Source: an optimization exercise on an open RTL-to-GDS flow (aim: small area, a short achievable clock period and few clock cycles per item). Production flows keep margins and buffers that such runs may drop. Only simulation tests tie the RTL to the original design; equivalence was not proved.

== run 1 ==
==> flow/design.v (excerpt) <==
module exec_unit (
  input  wire                       clk,
  input  wire                       arst_n_i,
  input  wire                       valid_i,
  input  wire [31:0]                instr_i,
  input  wire [63:0]                src_a_i,
  input  wire [63:0]                src_b_i,
  output logic [63:0]               result_o,
  output logic                      done_o,
  output logic                      ready_o
);
  localparam int K      = 8;
  localparam int NSTEP  = 64 / K;
  localparam int NSTEPW = 32 / K;
  localparam int CNT_W  = $clog2(NSTEP);
  exu_pkg::alu_ctl_t ctl_d, ctl_q, ctl_hi;
  exu_pkg::mul_req_t mreq_d, mreq_q;
  exu_pkg::xlen_t    op_a_d, op_b_d, op_a_q, op_b_q;
  logic [5:0]        shamt_q;   
  exu_pkg::xlen_t    mcand_q;   
  logic              fill_q;    
  exu_pkg::xlen_t    alu_res;
  logic              is_mul;
  logic              accept, accept_mul;
  logic              busy_q;   
  logic              busy_d;
  ...
Size in the first run: ~6,200 cells after synthesis, roughly 460 flip-flops, ~230 I/O pins, about 43,000 sq um of cells after synthesis.
==> flow/config.mk <==
export PLATFORM = sky130hd
export DESIGN_NAME = exec_unit
export DESIGN_NICKNAME = exec_unit
export VERILOG_FILES = /design/flow/design.v
export SDC_FILE = /design/flow/constraint.sdc
export NUM_CORES = 4
export LEC_CHECK = 0
export ABC_AREA = 1
export CAP_MARGIN = 20
export CORE_MARGIN = 10
export CORE_UTILIZATION = 40
export PLACE_DENSITY = 0.6
export SETUP_SLACK_MARGIN = 3.4
export SLEW_MARGIN = 20
==> flow/constraint.sdc <==
create_clock -name core_clock -period 6.5 [get_ports {clk}]
set_input_delay 1.3000 -clock core_clock [delete_from_list [all_inputs] [get_ports {clk}]]
set_output_delay 1.3000 -clock core_clock [all_outputs]
set_load 0.01 [all_outputs]
run.sh (not shown) runs the stock make flow with config.mk's settings and CLKGATE_MAP_FILE= SYNTH_SCRIPT=/design/flow/synth_recipe.tcl, a recipe that flattens the netlist after the stock synthesis.
Testbench counts of run 1, summed over its fixed seeds: cycles 23,029, items 16,000.
### run 1 -> run 2
-- flow/config.mk --
<<< run 1, line 8
export ABC_AREA = 1
>>> run 2, line 8
<<< run 1, line 13
export SETUP_SLACK_MARGIN = 3.4
>>> run 2, line 12
export SETUP_SLACK_MARGIN = 3.5
Clock tree skew after final layout on run 2 is down relative to run 1. The multi-input combinational area share reported for run 2 is greater than that of run 1 by 2.7 points. ~same post-layout instance area in run 1 and run 2.
--- input diff run 2..run 3 ---
-- flow/config.mk --
<<< run 2, line 8
>>> run 3, line 8
export ABC_AREA = 1
<<< run 2, line 11
export PLACE_DENSITY = 0.6
>>> run 3, line 12
export PLACE_DENSITY = 0.65
### Flow results
The run showing the greater complex-gate fraction of the synthesized area is run 2. Taking run 2 as the reference point, the via count of the first global-routing pass of run 3 rises by 5,165. Looking only at area after synthesis, and setting everything else aside, the lower value of run 3 and run 2 goes to run 2. Diff run 3 and run 2: global-route usage higher in run 2. Run 3 vs run 2: clock skew up in run 3. Design area for run 3 is higher than for run 2.
diff inputs: run 3 => run 4
-- flow/config.mk --
<<< run 3, line 12
export PLACE_DENSITY = 0.65
export SETUP_SLACK_MARGIN = 3.5
>>> run 4, line 12
export PLACE_DENSITY = 0.6
export SETUP_SLACK_MARGIN = 3.3
Run 3 → run 4: smallest setup slack after layout went down 180 ps; multi-input gate area in the final layout has decreased. Changes observed in run 4 relative to run 3: non-clock inverter total of the final layout -7; minimum clock period +180 ps; global-route wire length before repair +about 0.65%.

* * *

amber:
exec_unit, a different RTL version from the one above (not shown whole).
For scale: roughly 0.043 mm^2 of cells after synthesis.
==> flow/design.v (excerpt) <==
module exec_unit (
  input  wire                       clk,
  input  wire                       arst_n_i,
  input  wire                       valid_i,
  input  wire [31:0]                instr_i,
  input  wire [63:0]                src_a_i,
  input  wire [63:0]                src_b_i,
  output logic [63:0]               result_o,
  output logic                      done_o,
  output logic                      ready_o
);
clock: 6.5 ns
lec_check: 0
abc_area: 1
cap_margin: 20
core_margin: 10
core_utilization: 40
place_density: 0.6
setup_slack_margin: 3.3
slew_margin: 20
amber completed every stage of the flow, and the final layout passed the timing, design-rule and antenna checks.
Testbench counts of amber, summed over its fixed seeds: cycles 23,029, items 16,000.
Input-level comparison between garnet and amber:
Settings: removing ABC_AREA (formerly 1); changing SETUP_SLACK_MARGIN from 3.3 to 3.0.
--- outcome ---
Number of cells in the design after placement: garnet vs amber down 1670. Die area of garnet falls short of that of amber by a few percent. Of the two values seen for capturing instance or port of the critical path, two_h_q[1]$_DFF_P_ was produced by amber and result_o[54]$_DFF_P_ by garnet. Compared with amber, garnet shows a higher arrival time of data at the critical path endpoint.
Inputs modified between garnet and harbor:
Settings: putting ABC_AREA at 1 where nothing was set.
==> summary.txt <==
- op_a_q[42]$_DFFE_PP_ as the first element of the critical path was reported by garnet, and shamt_q[0]$_DFF_P_ by harbor.
- Changes observed in harbor relative to garnet: transition time at the pin with the least slew margin shows a reduction of 0.21 ns, critical path depth +2, cell area saw an increase.

* * *

RTL: one of the versions met above, not the one the previous note started from.
Size in the first run: about 6,200 cells after synthesis, roughly 460 flip-flops, roughly 230 I/O pins, ~43,000 um^2 of cells after synthesis.
Settings: LEC_CHECK=0, ABC_AREA=1, CAP_MARGIN=20, CORE_MARGIN=10, CORE_UTILIZATION=35, PLACE_DENSITY=0.6, SETUP_SLACK_MARGIN=3.5, SLEW_MARGIN=20; clock period 6.5 ns.
Testbench counts at the start, summed over its fixed seeds: cycles 23,029, items 16,000.
Edit:
CORE_UTILIZATION = 45   (was 35)
The new run ran to the end with no violations. Final area hardly moves. Via count rises by a few percent. Clock skew falls by 0.022 ns. Routed wire length rises by a few percent. Worst hold slack is better by 0.011 ns. Global-route usage rises by 9.7 points. Sequential share of layout area rises by 0.14 points. Count of clock-buffer cells in the layout rises by 18.

* * *

exec_unit, a different RTL version from the one above (not shown whole).
Size in the first run: roughly 4700 cells after synthesis, about 230 I/O pins.
Settings: LEC_CHECK=0, CAP_MARGIN=20, CORE_MARGIN=10, CORE_UTILIZATION=40, PLACE_DENSITY=0.6, SETUP_SLACK_MARGIN=2.8, SLEW_MARGIN=20; clock period 6.5 ns.
Testbench counts at the start, summed over its fixed seeds: cycles 23,973, items 16,000.
Change:
- CORE_UTILIZATION: 40 -> 30
- PLACE_DENSITY: 0.6 -> 0.5
- SETUP_SLACK_MARGIN: 2.8 -> not set
The changed run passed the timing, design-rule and antenna checks.
Count of clock-buffer cells in the layout goes up by 12.
Routed wire length goes up by 1.0%.
First-iteration DRC count goes down by 11%.
Utilization goes down by 13 points.
Clock skew goes up by 0.070 ns.
Setup slack loses 0.78 ns.
Sequential cell count stays the same.
Design area goes down by 2.5%.
Synthesized cell count stays the same.

* * *

Setup of red:
exec_unit, a different RTL version from the one above (not shown whole).
For scale: ~6400 cells after synthesis, ~390 flip-flops.
clock: 6.5 ns
lec_check: 0
abc_area: 1
cap_margin: 20
core_margin: 10
core_utilization: 40
place_density: 0.6
setup_slack_margin: 3.0
slew_margin: 20
Testbench counts of red, summed over its fixed seeds: cycles 23,029, items 16,000.
Input-level comparison between blue and red:
Settings: ABC_AREA: 1 -> unset.
Results
Looking at critical path start-end classification, the flip-flop to flip-flop result is from blue; the input port to flip-flop one comes from red.
Diff red -> blue: critical path required time fell 80 ps, area fraction of clock buffers and clock inverters moved down.
Going from red to blue, non-clock buffer count grows by 145.
On post-route cell area, blue tracks red almost exactly.
[compare] base=red new=blue: routability congestion estimate from global placement higher.
Re clock buffer instance count of the final layout: blue and red aren't equal, and the lower value belongs to red.
Cell total after placement went down by more than 10% going from red to blue.

* * *

Another version of the RTL of exec_unit (not shown whole).
For scale: about 4,800 cells after synthesis, roughly 390 flip-flops, roughly 230 I/O pins, roughly 41,000 um2 of cells after synthesis.
Settings: LEC_CHECK=0, CAP_MARGIN=20, CORE_MARGIN=2, CORE_UTILIZATION=55, PLACE_DENSITY=0.75, SETUP_SLACK_MARGIN=3.0, SLEW_MARGIN=20; clock period 6.5 ns.
The first run went through all stages and came out clean.
Testbench counts at the start, summed over its fixed seeds: cycles 23,973, items 16,000.
Then changed:
Settings changed: CAP_MARGIN 20 to 5, CORE_MARGIN 2 to 10, CORE_UTILIZATION 55 to 40, PLACE_DENSITY 0.75 to 0.6, SLEW_MARGIN 20 to 5.
Core utilization came out lower by 18 points.
Cell count came out higher by a few percent.
Cell area came out higher slightly.
Synthesized area is unchanged.
Global-route usage came out lower by 17 points.
Register-to-register slack loses 0.05 ns.

* * *

exec_unit, a different RTL version from the one above (not shown whole).
Size: about 6200 cells after synthesis, ~400 flip-flops, ~230 I/O pins.
==> flow/config.mk <==
export PLATFORM = sky130hd
export DESIGN_NAME = exec_unit
export DESIGN_NICKNAME = exec_unit
export VERILOG_FILES = /design/flow/design.v
export SDC_FILE = /design/flow/constraint.sdc
export NUM_CORES = 4
export LEC_CHECK = 0
export ABC_AREA = 1
export CAP_MARGIN = 20
export CORE_MARGIN = 10
export CORE_UTILIZATION = 40
export PLACE_DENSITY = 0.6
export SETUP_SLACK_MARGIN = 3.5
export SLEW_MARGIN = 20
export TNS_END_PERCENT = 10
==> flow/constraint.sdc <==
create_clock -name core_clock -period 6.5 [get_ports {clk}]
set_input_delay 1.3000 -clock core_clock [delete_from_list [all_inputs] [get_ports {clk}]]
set_output_delay 1.3000 -clock core_clock [all_outputs]
set_load 0.01 [all_outputs]
The first run ran to the end with no violations.
Testbench counts at the start, summed over its fixed seeds: cycles 23,029, items 16,000.
Edit:
- SETUP_SLACK_MARGIN: 3.5 -> 3.3
What happened:
- The new run completed with no timing, DRC or antenna violations
- global-route usage shrinks by 0.55 points
- worst setup slack degrades by 0.095 ns
- non-clock buffer count shrinks by 72
- hold slack hardly moves
- routed wire length shrinks by 1.8%
- core utilization shrinks by 1.2 points
- die area stays the same
- maximum frequency shrinks by 2.9%
- area after synthesis is unchanged
Edit:
- TNS_END_PERCENT: 10 -> unset
Effect:
- worst hold slack barely changes
- area after synthesis stays the same
- synthesized cell count stays the same
- wire length climbs by 0.65%
- clock-buffer cell count stays the same
- final cell count barely changes
- non-clock buffer count is higher by 12
- design area climbs by 0.77%
Edit:
- SETUP_SLACK_MARGIN: 3.3 -> 3.5
Worst setup slack improves by 0.12 ns.
Routed wire length rose slightly.
Area after synthesis stays the same.
Count of clock-buffer cells in the layout is higher by 2.
Final area came out higher by a few percent.
Sequential cell count stays the same.

## separate check: timing with driven ports
The results above use ideal ports. As a check the final layouts listed here were re-extracted and re-timed, cells and wires unchanged.
Step 1 assumes that a clkbuf_16 drives the clock port and a buf_2 every other input.
Step 2 times the ports against the registers' clock, not the clock port: input delays grow and output delays shrink by t, the midpoint of the rising clock arrivals with the driver on.
Slacks: no drivers / after step 1 / after step 2; pairs: no drivers / after step 1.
run | t, ns | slack for setup (ns) | slew at the worst register clock pin (ns) | worst slew at a driven data input, ns
run 1 | 0.768 | 3.304 / 3.304 / 2.672 | 0.07 / 0.07 | 0.05
run 2 | 0.758 | 2.637 / 2.637 / 2.637 | 0.07 / 0.07 | 0.08
run 3 | 0.757 | 3.405 / 3.405 / 2.698 | 0.07 / 0.07 | 0.08
run 4 | 0.766 | 3.221 / 3.247 / 2.508 | 0.07 / 0.07 | 0.05
amber | 0.720 | 3.238 / 3.274 / 2.561 | 0.07 / 0.07 | 0.13
garnet | 0.734 | 2.877 / 2.877 / 2.264 | 0.07 / 0.07 | 0.11
harbor | 0.730 | 2.898 / 2.898 / 2.374 | 0.07 / 0.07 | 0.13
the first run of note 3 | 0.768 | 3.400 / 3.400 / 2.805 | 0.07 / 0.07 | 0.09
the second run of note 3 | 0.750 | 3.446 / 3.491 / 2.740 | 0.08 / 0.08 | 0.07
the first run of note 4 | 0.720 | 2.104 / 2.104 / 2.104 | 0.07 / 0.07 | 0.07
the second run of note 4 | 0.714 | 1.326 / 1.326 / 1.326 | 0.07 / 0.07 | 0.07
red | 0.746 | 2.857 / 2.860 / 2.158 | 0.08 / 0.08 | 0.08
blue | 0.706 | 2.745 / 2.745 / 2.436 | 0.07 / 0.07 | 0.05
the first run of note 6 | 0.691 | 2.825 / 2.825 / 2.332 | 0.07 / 0.07 | 0.12
the second run of note 6 | 0.728 | 2.774 / 2.774 / 2.373 | 0.07 / 0.07 | 0.09
the first run of note 7 | 0.743 | 3.297 / 3.297 / 2.731 | 0.07 / 0.07 | 0.06
the second run of note 7 | 0.738 | 3.202 / 3.202 / 2.541 | 0.08 / 0.08 | 0.06
the third run of note 7 | 0.744 | 3.302 / 3.307 / 2.603 | 0.07 / 0.07 | 0.06
the fourth run of note 7 | 0.734 | 3.427 / 3.427 / 2.827 | 0.07 / 0.07 | 0.06
After both steps setup and hold are still met in every run listed. For run 4, which loses most, drivers alone change the setup slack by +0.026 ns; drivers and shift together by -0.713 ns.
